This is an optimization exercise on Yosys and OpenROAD, whose aim is small area and few clock cycles per item, not a production implementation. The RTL was checked by simulation tests, not by an equivalence proof against the original design. Power figures rest on the tool's default switching activity, not on a simulated workload.

==> flow/design.v <==
`timescale 1ns / 1ps
package ihl_pkg;
	localparam int IHL_OFFSET_BITS = 20;
	localparam int IHL_LINE_BITS   = 16;
	localparam int OFF_W  = 20;
	localparam int LINE_W = 16;
	localparam int KIND_W = 3;
	localparam int RES_W  = KIND_W + 2 * OFF_W + 2 * LINE_W + 8 + 1;
	localparam logic [KIND_W-1:0] KIND_IDENT = 3'd0;
	localparam logic [KIND_W-1:0] KIND_NUM   = 3'd1;
	localparam logic [KIND_W-1:0] KIND_HASH  = 3'd2;
	localparam logic [KIND_W-1:0] KIND_DHASH = 3'd3;
	localparam logic [KIND_W-1:0] KIND_END   = 3'd4;
	localparam logic [KIND_W-1:0] KIND_ERROR = 3'd5;
	localparam logic [7:0] CH_HASH  = 8'h23;
	localparam logic [7:0] CH_UNDER = 8'h5F;
	localparam logic [7:0] CH_TAB   = 8'h09;
	localparam logic [7:0] CH_CR    = 8'h0D;
	localparam logic [7:0] CH_LF    = 8'h0A;
	localparam logic [7:0] CH_SPACE = 8'h20;
	typedef struct packed {
		logic [KIND_W-1:0] token_kind;
		logic [OFF_W-1:0]  start_offset;
		logic [OFF_W-1:0]  token_length;
		logic [LINE_W-1:0] start_line;
		logic [LINE_W-1:0] start_column;
		logic [7:0]        bad_byte;
		logic              last;
	} res_t;
	typedef struct packed {
		logic v0;
		logic v1;
		res_t r0;
		res_t r1;
	} push_t;
endpackage
`timescale 1ns / 1ps
module ihl_scan
#(
	parameter int OFFSET_BITS = ihl_pkg::IHL_OFFSET_BITS,
	parameter int LINE_BITS   = ihl_pkg::IHL_LINE_BITS
) (
	input  logic       clk,
	input  logic       arst_n,
	input  logic       load,
	input  logic [7:0] in_byte,
	input  logic       end_of_input,
	input  logic       room,
	output logic       busy,
	output logic       push_v0,
	output logic       push_v1,
	output ihl_pkg::res_t push_r0,
	output ihl_pkg::res_t push_r1
);
	localparam logic [2:0] MODE_IDLE   = 3'd0;
	localparam logic [2:0] MODE_IDENT  = 3'd1;
	localparam logic [2:0] MODE_NUM    = 3'd2;
	localparam logic [2:0] MODE_HASH   = 3'd3;
	localparam logic [2:0] MODE_FAILED = 3'd4;
	localparam logic [OFFSET_BITS-1:0] OFF_MAX  = '1;
	localparam logic [LINE_BITS-1:0]   LINE_MAX = '1;
	localparam logic [LINE_BITS-1:0]   LINE_ONE = LINE_BITS'(1);
	logic       valid_s1;
	logic [7:0] byte_s1;
	logic       eoi_s1;
	logic       fire;
	logic [2:0]             mode_q, mode_d;
	logic                   cr_q, cr_d;
	logic [OFFSET_BITS-1:0] off_q, off_d, tstart_q, tstart_d;
	logic [LINE_BITS-1:0]   line_q, line_d, col_q, col_d;
	logic [LINE_BITS-1:0]   tline_q, tline_d, tcol_q, tcol_d;
	logic [OFFSET_BITS-1:0] off_inc;
	logic [LINE_BITS-1:0]   line_inc, col_inc;
	logic [OFFSET_BITS-1:0] span;
	logic cls_word, cls_dec, is_hash, is_blank, is_break, lf_skip, tok_open;
	logic flush_v, tail_v;
	ihl_pkg::res_t flush_r, tail_r;
	function automatic logic [ihl_pkg::OFF_W-1:0] fit_off(input logic [OFFSET_BITS-1:0] v);
		logic [31:0] w;
		w = 32'(v);
		fit_off = w[ihl_pkg::OFF_W-1:0];
	endfunction
	function automatic logic [ihl_pkg::LINE_W-1:0] fit_line(input logic [LINE_BITS-1:0] v);
		logic [31:0] w;
		w = 32'(v);
		fit_line = w[ihl_pkg::LINE_W-1:0];
	endfunction
	assign fire = valid_s1 && room;
	assign busy = valid_s1;
	always_ff @(posedge clk or negedge arst_n) begin
		if (!arst_n) begin
			valid_s1 <= 1'b0;
		end else if (load) begin
			valid_s1 <= 1'b1;
		end else if (fire) begin
			valid_s1 <= 1'b0;
		end
	end
	always_ff @(posedge clk) begin
		if (load) begin
			byte_s1 <= in_byte;
			eoi_s1  <= end_of_input;
		end
	end
	assign cls_word = (byte_s1 >= 8'h41 && byte_s1 <= 8'h5A) ||
		(byte_s1 >= 8'h61 && byte_s1 <= 8'h7A) || byte_s1 == ihl_pkg::CH_UNDER;
	assign cls_dec  = byte_s1 >= 8'h30 && byte_s1 <= 8'h39;
	assign is_hash  = byte_s1 == ihl_pkg::CH_HASH;
	assign is_blank = byte_s1 == ihl_pkg::CH_SPACE || byte_s1 == ihl_pkg::CH_TAB;
	assign is_break = byte_s1 == ihl_pkg::CH_LF || byte_s1 == ihl_pkg::CH_CR;
	assign lf_skip  = cr_q && byte_s1 == ihl_pkg::CH_LF;
	assign tok_open = mode_q == MODE_IDENT || mode_q == MODE_NUM || mode_q == MODE_HASH;
	assign off_inc  = (off_q == OFF_MAX) ? off_q : off_q + OFFSET_BITS'(1);
	assign line_inc = (line_q == LINE_MAX) ? line_q : line_q + LINE_ONE;
	assign col_inc  = (col_q == LINE_MAX) ? col_q : col_q + LINE_ONE;
	assign span     = (off_q >= tstart_q) ? off_q - tstart_q : '0;
	always_comb begin
		flush_r = '0;
		unique case (mode_q)
			MODE_IDENT: flush_r.token_kind = ihl_pkg::KIND_IDENT;
			MODE_NUM:   flush_r.token_kind = ihl_pkg::KIND_NUM;
			MODE_HASH:  flush_r.token_kind = ihl_pkg::KIND_HASH;
			default:    flush_r.token_kind = ihl_pkg::KIND_IDENT;
		endcase
		flush_r.start_offset = fit_off(tstart_q);
		flush_r.token_length = (mode_q == MODE_HASH) ? ihl_pkg::OFF_W'(1) : fit_off(span);
		flush_r.start_line   = fit_line(tline_q);
		flush_r.start_column = fit_line(tcol_q);
	end
	always_comb begin
		mode_d   = mode_q;
		cr_d     = cr_q;
		off_d    = off_q;
		line_d   = line_q;
		col_d    = col_q;
		tstart_d = tstart_q;
		tline_d  = tline_q;
		tcol_d   = tcol_q;
		flush_v  = 1'b0;
		tail_v   = 1'b0;
		tail_r   = '0;
		tail_r.start_offset = fit_off(off_q);
		tail_r.start_line   = fit_line(line_q);
		tail_r.start_column = fit_line(col_q);
		if (mode_q != MODE_FAILED) begin
			if (eoi_s1) begin
				flush_v           = tok_open;
				tail_v            = 1'b1;
				tail_r.token_kind = ihl_pkg::KIND_END;
				mode_d   = MODE_IDLE;
				cr_d     = 1'b0;
				off_d    = '0;
				line_d   = LINE_ONE;
				col_d    = LINE_ONE;
				tstart_d = '0;
				tline_d  = LINE_ONE;
				tcol_d   = LINE_ONE;
			end else begin
				cr_d = 1'b0;
				priority if ((mode_q == MODE_IDENT && (cls_word || cls_dec)) ||
					(mode_q == MODE_NUM && cls_dec)) begin
					off_d = off_inc;
					col_d = col_inc;
				end else if (mode_q == MODE_HASH && is_hash) begin
					tail_v              = 1'b1;
					tail_r              = flush_r;
					tail_r.token_kind   = ihl_pkg::KIND_DHASH;
					tail_r.token_length = ihl_pkg::OFF_W'(2);
					off_d  = off_inc;
					col_d  = col_inc;
					mode_d = MODE_IDLE;
				end else begin
					flush_v = tok_open;
					mode_d  = MODE_IDLE;
					priority if (lf_skip) begin
						off_d = off_inc;
					end else if (is_blank) begin
						off_d = off_inc;
						col_d = col_inc;
					end else if (is_break) begin
						off_d  = off_inc;
						line_d = line_inc;
						col_d  = LINE_ONE;
						cr_d   = byte_s1 == ihl_pkg::CH_CR;
					end else if (cls_word || cls_dec || is_hash) begin
						mode_d   = cls_word ? MODE_IDENT : (cls_dec ? MODE_NUM : MODE_HASH);
						tstart_d = off_q;
						tline_d  = line_q;
						tcol_d   = col_q;
						off_d    = off_inc;
						col_d    = col_inc;
					end else begin
						tail_v            = 1'b1;
						tail_r.token_kind = ihl_pkg::KIND_ERROR;
						tail_r.bad_byte   = byte_s1;
						mode_d            = MODE_FAILED;
					end
				end
			end
		end
	end
	always_comb begin
		push_v0 = 1'b0;
		push_v1 = 1'b0;
		push_r0 = '0;
		push_r1 = '0;
		if (flush_v) begin
			push_v0      = fire;
			push_r0      = flush_r;
			push_r0.last = !tail_v;
			push_v1      = fire && tail_v;
			push_r1      = tail_r;
			push_r1.last = 1'b1;
		end else begin
			push_v0      = fire && tail_v;
			push_r0      = tail_r;
			push_r0.last = 1'b1;
		end
	end
	always_ff @(posedge clk or negedge arst_n) begin
		if (!arst_n) begin
			mode_q   <= MODE_IDLE;
			cr_q     <= 1'b0;
			off_q    <= '0;
			line_q   <= LINE_ONE;
			col_q    <= LINE_ONE;
			tstart_q <= '0;
			tline_q  <= LINE_ONE;
			tcol_q   <= LINE_ONE;
		end else if (fire) begin
			mode_q   <= mode_d;
			cr_q     <= cr_d;
			off_q    <= off_d;
			line_q   <= line_d;
			col_q    <= col_d;
			tstart_q <= tstart_d;
			tline_q  <= tline_d;
			tcol_q   <= tcol_d;
		end
	end
endmodule
`timescale 1ns / 1ps
module ihl_outq
(
	input  logic              clk,
	input  logic              arst_n,
	input  logic              push_v0,
	input  logic              push_v1,
	input  ihl_pkg::res_t     push_r0,
	input  ihl_pkg::res_t     push_r1,
	output logic              room,
	input  logic              out_ready,
	output logic              out_valid,
	output logic [ihl_pkg::KIND_W-1:0] out_kind,
	output logic [ihl_pkg::OFF_W-1:0]  out_offset,
	output logic [ihl_pkg::OFF_W-1:0]  out_length,
	output logic [ihl_pkg::LINE_W-1:0] out_line,
	output logic [ihl_pkg::LINE_W-1:0] out_column,
	output logic [7:0]        out_bad_byte,
	output logic              out_last
);
	logic [ihl_pkg::RES_W-1:0] mem [4];
	logic [1:0] wr_q, rd_q;
	logic [2:0] count_q;
	logic       pop;
	logic [1:0] n_push;
	ihl_pkg::res_t       head;
	assign n_push = 2'(push_v0) + 2'(push_v1);
	assign pop    = count_q != 3'd0 && out_ready;
	assign room   = count_q <= 3'd2;
	always_ff @(posedge clk or negedge arst_n) begin
		if (!arst_n) begin
			wr_q    <= '0;
			rd_q    <= '0;
			count_q <= '0;
		end else begin
			wr_q    <= wr_q + n_push;
			rd_q    <= rd_q + 2'(pop);
			count_q <= count_q + 3'(n_push) - 3'(pop);
		end
	end
	always_ff @(posedge clk) begin
		if (push_v0) begin
			mem[wr_q] <= push_r0;
		end
		if (push_v1) begin
			mem[wr_q + 2'd1] <= push_r1;
		end
	end
	assign head         = mem[rd_q];
	assign out_valid    = count_q != 3'd0;
	assign out_kind     = head.token_kind;
	assign out_offset   = head.start_offset;
	assign out_length   = head.token_length;
	assign out_line     = head.start_line;
	assign out_column   = head.start_column;
	assign out_bad_byte = head.bad_byte;
	assign out_last     = head.last;
endmodule
`timescale 1ns / 1ps
module ident_number_hash_lexer
(
	input  logic        clk,
	input  logic        arst_n,
	input  logic        in_valid,
	output logic        in_ready,
	input  logic [7:0]  in_byte,
	input  logic        in_end,
	output logic        out_valid,
	input  logic        out_ready,
	output logic [2:0]  out_kind,
	output logic [19:0] out_offset,
	output logic [19:0] out_length,
	output logic [15:0] out_line,
	output logic [15:0] out_column,
	output logic [7:0]  out_bad_byte,
	output logic        out_last
);
	logic  busy;
	logic  room;
	logic  load;
	logic  push_v0, push_v1;
	ihl_pkg::res_t push_r0, push_r1;
	assign in_ready = !busy || room;
	assign load     = in_valid && in_ready;
	ihl_scan #(
		.OFFSET_BITS(ihl_pkg::IHL_OFFSET_BITS),
		.LINE_BITS(ihl_pkg::IHL_LINE_BITS)
	) u_scan (
		.clk(clk),
		.arst_n(arst_n),
		.load(load),
		.in_byte(in_byte),
		.end_of_input(in_end),
		.room(room),
		.busy(busy),
		.push_v0(push_v0),
		.push_v1(push_v1),
		.push_r0(push_r0),
		.push_r1(push_r1)
	);
	ihl_outq u_outq (
		.clk(clk),
		.arst_n(arst_n),
		.push_v0(push_v0),
		.push_v1(push_v1),
		.push_r0(push_r0),
		.push_r1(push_r1),
		.room(room),
		.out_ready(out_ready),
		.out_valid(out_valid),
		.out_kind(out_kind),
		.out_offset(out_offset),
		.out_length(out_length),
		.out_line(out_line),
		.out_column(out_column),
		.out_bad_byte(out_bad_byte),
		.out_last(out_last)
	);
endmodule
==> flow/run.sh <==
#!/bin/bash
# synth_recipe.tcl (not shown) runs the flow's synth.tcl, then flattens the netlist and writes it again
# the make line also repeats each setting of config.mk as NAME=value (left out here)
make -C /OpenROAD-flow-scripts/flow DESIGN_CONFIG=/design/flow/config.mk WORK_HOME=/design/flow/orfs CLKGATE_MAP_FILE= SYNTH_SCRIPT=/design/flow/synth_recipe.tcl finish
==> flow/config.mk <==
export PLATFORM = sky130hd
export DESIGN_NAME = ident_number_hash_lexer
export DESIGN_NICKNAME = ident_number_hash_lexer
export VERILOG_FILES = /design/flow/design.v
export SDC_FILE = /design/flow/constraint.sdc
export NUM_CORES = 4
export LEC_CHECK = 0
export CAP_MARGIN = 20
export CORE_MARGIN = 2
export CORE_UTILIZATION = 40
export SLEW_MARGIN = 20
==> flow/constraint.sdc <==
create_clock -name core_clock -period 6.0 [get_ports {clk}]
set_input_delay 1.2000 -clock core_clock [delete_from_list [all_inputs] [get_ports {clk}]]
set_output_delay 1.2000 -clock core_clock [all_outputs]
set_load 0.01 [all_outputs]
==> run summary <==
The run finished with no timing, DRC or antenna violations. The cell at the root of the clock tree is sky130_fd_sc_hd__clkbuf_16. Yosys printed 2 warnings. The fraction of layout cells with a size suffix above 1 is 11.9%. The critical path class is flip-flop to primary output.

The detailed route wirelength on metal3 came out at 4660 um. The antenna diode count is 0. Wires add up to 61,000 um. The CTS buffer count came out at 49. TritonCTS built the clock tree. Among all flip-flop cells after synthesis, the most frequent one is sky130_fd_sc_hd__edfxtp_1. Signal routing reaches up to met4.

The achievable clock frequency is 224 MHz. The number of hold violations in the final report came to 0. The summed negative setup slack over all endpoints is 0 ns. The number of antenna violations at the first check in global routing is 0. The required time of the worst setup path came out at 4.80 ns. The number of hold buffers added after CTS is 0. Counting the fill cells in the layout gives 4,882. Max-cap violations in this run came to 0. The clock reaches the later pin of the worst-skew pair after 0.61 ns. The number of synthesized flops with an enable pin is 269. The async set or reset register ratio after synthesis came out at 25.2%. The synthesized design spends more area on one cell type than any other, namely sky130_fd_sc_hd__edfxtp_1. The mean number of vias per cell is 5.96. The count of pins over their slew limit is 0.

The per-instance average area after synthesis came out at 12.3 sq um. The count of vias placed by the detailed router came out at 15,600. The maximum count of clock buffers along a single path came out at 3.

The starting density of the core is 40.3%. After synthesis, the cell types taking the most area are sky130_fd_sc_hd__edfxtp_1 36%, sky130_fd_sc_hd__dfrtp_1 13%, sky130_fd_sc_hd__a22o_1 9.7%. The number of sinks handled by clock tree synthesis came out at 461.

Setup violations remaining at the end of the flow were counted as 0. The final instance area came out at 25,500 sq um. Once detail routing completed, the nets flagged for antenna violations numbered 0.

The worst setup path is launched from a flip-flop. STA classifies the critical path endpoint as a primary output. Post-CTS timing repair inserted 0 buffers for setup. The number of levels in the clock H-tree came out at 2. The total routed wire length on the met1 layer came out at 26,700 um.

The width of the die is 239 um. The via count of the first global-routing pass came out at 15,500. After clock tree synthesis, the clock-pin slew on the worst setup and hold paths is 0.06 ns. The peak supply drop came out at 0.301 mV. The sequential-to-total area share from yosys stat came out at 56.4%.

The switching share of power is 36.7%. The final setup slack of the worst path is 1.53 ns. The placed cell area came out at 23,800 sq um. The switching power summed over all nets came out at 4.76 mW.

In this run the biggest area consumer among cell types represents 36.4% of the synthesized area. Setup repair after global routing left no endpoint under its margin. The commonest cells after synthesis are 269 x sky130_fd_sc_hd__edfxtp_1, 246 x sky130_fd_sc_hd__a22o_1, 160 x sky130_fd_sc_hd__nand2_1, 116 x sky130_fd_sc_hd__clkbuf_1, 112 x sky130_fd_sc_hd__dfrtp_1. The final net count is 1,866.

The count of boundary I/O pins is 99. The register share of total power is 37.3%. The min-delay analysis places its worst path in the category input pin to async pin. In this run, placement finished with an instance count of 2,519. The internal power came out at 8.21 mW. The final worst-path cycle share is 74.5%.

In this run, synthesis produced a sequential element count of 461. The global-route total usage across every layer came out at 21.4%. The core utilization of the finished layout came out at 46.3%. Data on the critical path arrives at its endpoint at 3.27 ns. The setup slack after placement is 2.00 ns. The die area is 57,300 sq um. The layout overhead on the synthesized area came out at 14.9%.

After technology mapping, the gate count stands at 1,808. Row generation in the floorplan step produced 86 rows. The number of different library cells in the post-synthesis netlist is 74. The first global-routing pass estimated 94,200 um of wire. The power share of the combinational group is 38.3%. Buffers placed on the I/O ports in this run total 98.

The sequential cell area in the final layout is 12,500 sq um. The tightest hold path in the finished design has a slack of 0.403 ns. The clock skew after layout is 0.0309 ns. The number of non-filler instances in the completed layout came out at 2,611. The critical path contains buffers and inverters numbering 2 combined. The pin count of the biggest net entering global routing is 94.

The total power is 13.0 mW. The slew of the pin with the lowest slew margin is 1.08 ns. The vertical extent of the die came out at 239 um. The met2 wire length came out at 28,100 um.

The number of DRC violations after detailed-routing iteration 0 came out at 1,481. The total standard cell area after synthesis came out at 22,200 sq um. The number of search-and-repair iterations in the first detailed-routing pass is 7.

The number of instances resized during post-cts repair came out at 0. The power per unit of standard cell area is 509 nW/um^2. The cell leakage power is 9.00 nW. The shortest period the worst path allows came out at 4.47 ns. The tightest slew margin relative to the limit came out at 27.6%. For this run, the slowest stage of the critical path takes 1.04 ns.

The maximum fanout along the worst path came out at 43. The remaining routing DRC violations is 0. The final weighted congestion in routability-driven placement is 0.879. The core region is 55,000 sq um. The largest individual stage delay along the critical path comes from the cell sky130_fd_sc_hd__dfrtp_4. After global routing the overflow that remains totals 0. The net count after synthesis is 1,852. The share of power burned in the clock network is 24.5%. The sum of net half-perimeters after detailed placement is 35,500 um.

Yosys instantiated no cell more often than sky130_fd_sc_hd__edfxtp_1. In this design, the largest share of critical-path delay is due to flip-flops. Dividing the detail-routed wire length by the instance count gives 23.4 um. In the final layout, the multi-input gates occupy 8900 sq um. The signal on the critical path passes through buf_12, mux4_2, clkdlybuf4s50_1.
-- state kept, by name, summed over array words and instances, names as in the netlist, 2 cells and up --
name             cells
u_scan.tstart_q     20
u_scan.mode_q        3
u_outq.wr_q          2
u_scan.tline_q      16
u_outq.mem         336
u_outq.rd_q          2
u_scan.line_q       16
u_scan.col_q        16
u_scan.byte_s1       8
u_outq.count_q       3
u_scan.tcol_q       16
u_scan.off_q        20
-- routing by layer --
| layer | track usage [%] | up-vias |
|---|---|---|
| met2 | 33.4 | 608 |
| met4 | 6.17 | 0 |
| met5 | 0 | - |
| met1 | 30.3 | 7841 |
| met3 | 4.41 | 111 |
| li1 | - | 7007 |
-- cell usage in the layout (no fill, tap or decap), types with 29 or more instances in the layout --
cell	n
sky130_fd_sc_hd__a21oi_1	38
sky130_fd_sc_hd__a22o_1	246
sky130_fd_sc_hd__buf_4	30
sky130_fd_sc_hd__clkbuf_16	51
sky130_fd_sc_hd__clkdlybuf4s50_1	97
sky130_fd_sc_hd__dfrtp_1	110
sky130_fd_sc_hd__dfxtp_1	76
sky130_fd_sc_hd__edfxtp_1	269
sky130_fd_sc_hd__ha_1	29
sky130_fd_sc_hd__inv_1	40
sky130_fd_sc_hd__mux4_2	84
sky130_fd_sc_hd__nand2_1	160
sky130_fd_sc_hd__nand3_1	42
sky130_fd_sc_hd__nor2_1	90
sky130_fd_sc_hd__nor3_1	44
sky130_fd_sc_hd__o21ai_0	94
sky130_fd_sc_hd__o2bb2ai_1	37
-- cells by family after synthesis --
group / synth area share [%]
compound gates: 17.7
simple gates: 10.1
flops: 56.4
buf+inv: 3.76
mux: 8.69
xor+xnor: 1.50
fa+ha+maj: 1.82
-- final timing paths --
check | start | end | slack, ns | cells after the start
min reg2reg | u_outq.mem[1][53] | u_outq.mem[1][53] | 0.46 | 1
min | arst_n | u_scan.tline_q[7] | 0.40 | 1
min in group core_clock | u_outq.mem[1][53] | u_outq.mem[1][53] | 0.46 | 1
max reg2reg | u_scan.byte_s1[4] | u_outq.mem[3][13] | 1.89 | 10
max in group asynchronous | arst_n | u_outq.rd_q[0] | 4.49 | 2
max | u_outq.rd_q[0] | out_bad_byte[2] | 1.53 | 3
-- power groups by stage --
stage / clock network [mW] / registers (mW) / logic (mW)
6_report: 3.18 / 4.83 / 4.96
5_1_grt: 3.35 / 4.93 / 5.32
4_1_cts: 3.23 / 4.82 / 4.98
3_5_place_dp: 0 / 4.88 / 4.95
3_3_place_gp: 0 / 4.84 / 4.93
2_1_floorplan: 0 / 4.52 / 3.18
-- worst reg2reg max path, cell delays in order, from the launching register on --
cell	delay, ns
sky130_fd_sc_hd__edfxtp_1	0.48
sky130_fd_sc_hd__nor3_1	0.48
sky130_fd_sc_hd__nand4b_1	0.22
sky130_fd_sc_hd__and2_1	0.24
sky130_fd_sc_hd__o21a_1	0.17
sky130_fd_sc_hd__nor2_1	0.25
sky130_fd_sc_hd__nand2_1	0.15
sky130_fd_sc_hd__inv_1	0.24
sky130_fd_sc_hd__a21boi_1	0.19
sky130_fd_sc_hd__inv_2	0.48
sky130_fd_sc_hd__buf_4	0.78
-- layout make-up --
cell class | instances | area share [%]
clock buffer | 68 | 5.50
clock inverter | 24 | 1.16
inverter | 45 | 0.663
multi-input combinational | 1135 | 34.9
sequential | 461 | 49.1
tap | 748 | 3.67
timing repair buffer | 130 | 4.93
Testbench counts, summed over its fixed seeds: cycles 32,047, bytes 32,016.

## re-timing with driven ports
No port has a modelled driver above. Below, the same layout with a new extraction and two added sets of constraints.
Step 1 sets driving cells, clkbuf_16 on the clock port and buf_2 on the other inputs (assumed; they add their load-dependent delay and slew).
Step 2, shift: input delay + t, output delay - t, t = (earliest + latest rising clock arrival at the registers) / 2. This alone moves slack from input paths to output paths.
Three values: no drivers, after step 1, after step 2; two values: the first two.
t, ns: 0.651
setup WS [ns]: 1.530 / 1.474 / 1.890
worst data-port slew with drivers (ns): 0.04
After both steps this run still meets setup and hold. For this run, drivers alone change the setup slack by -0.056 ns; drivers and shift together by +0.360 ns.
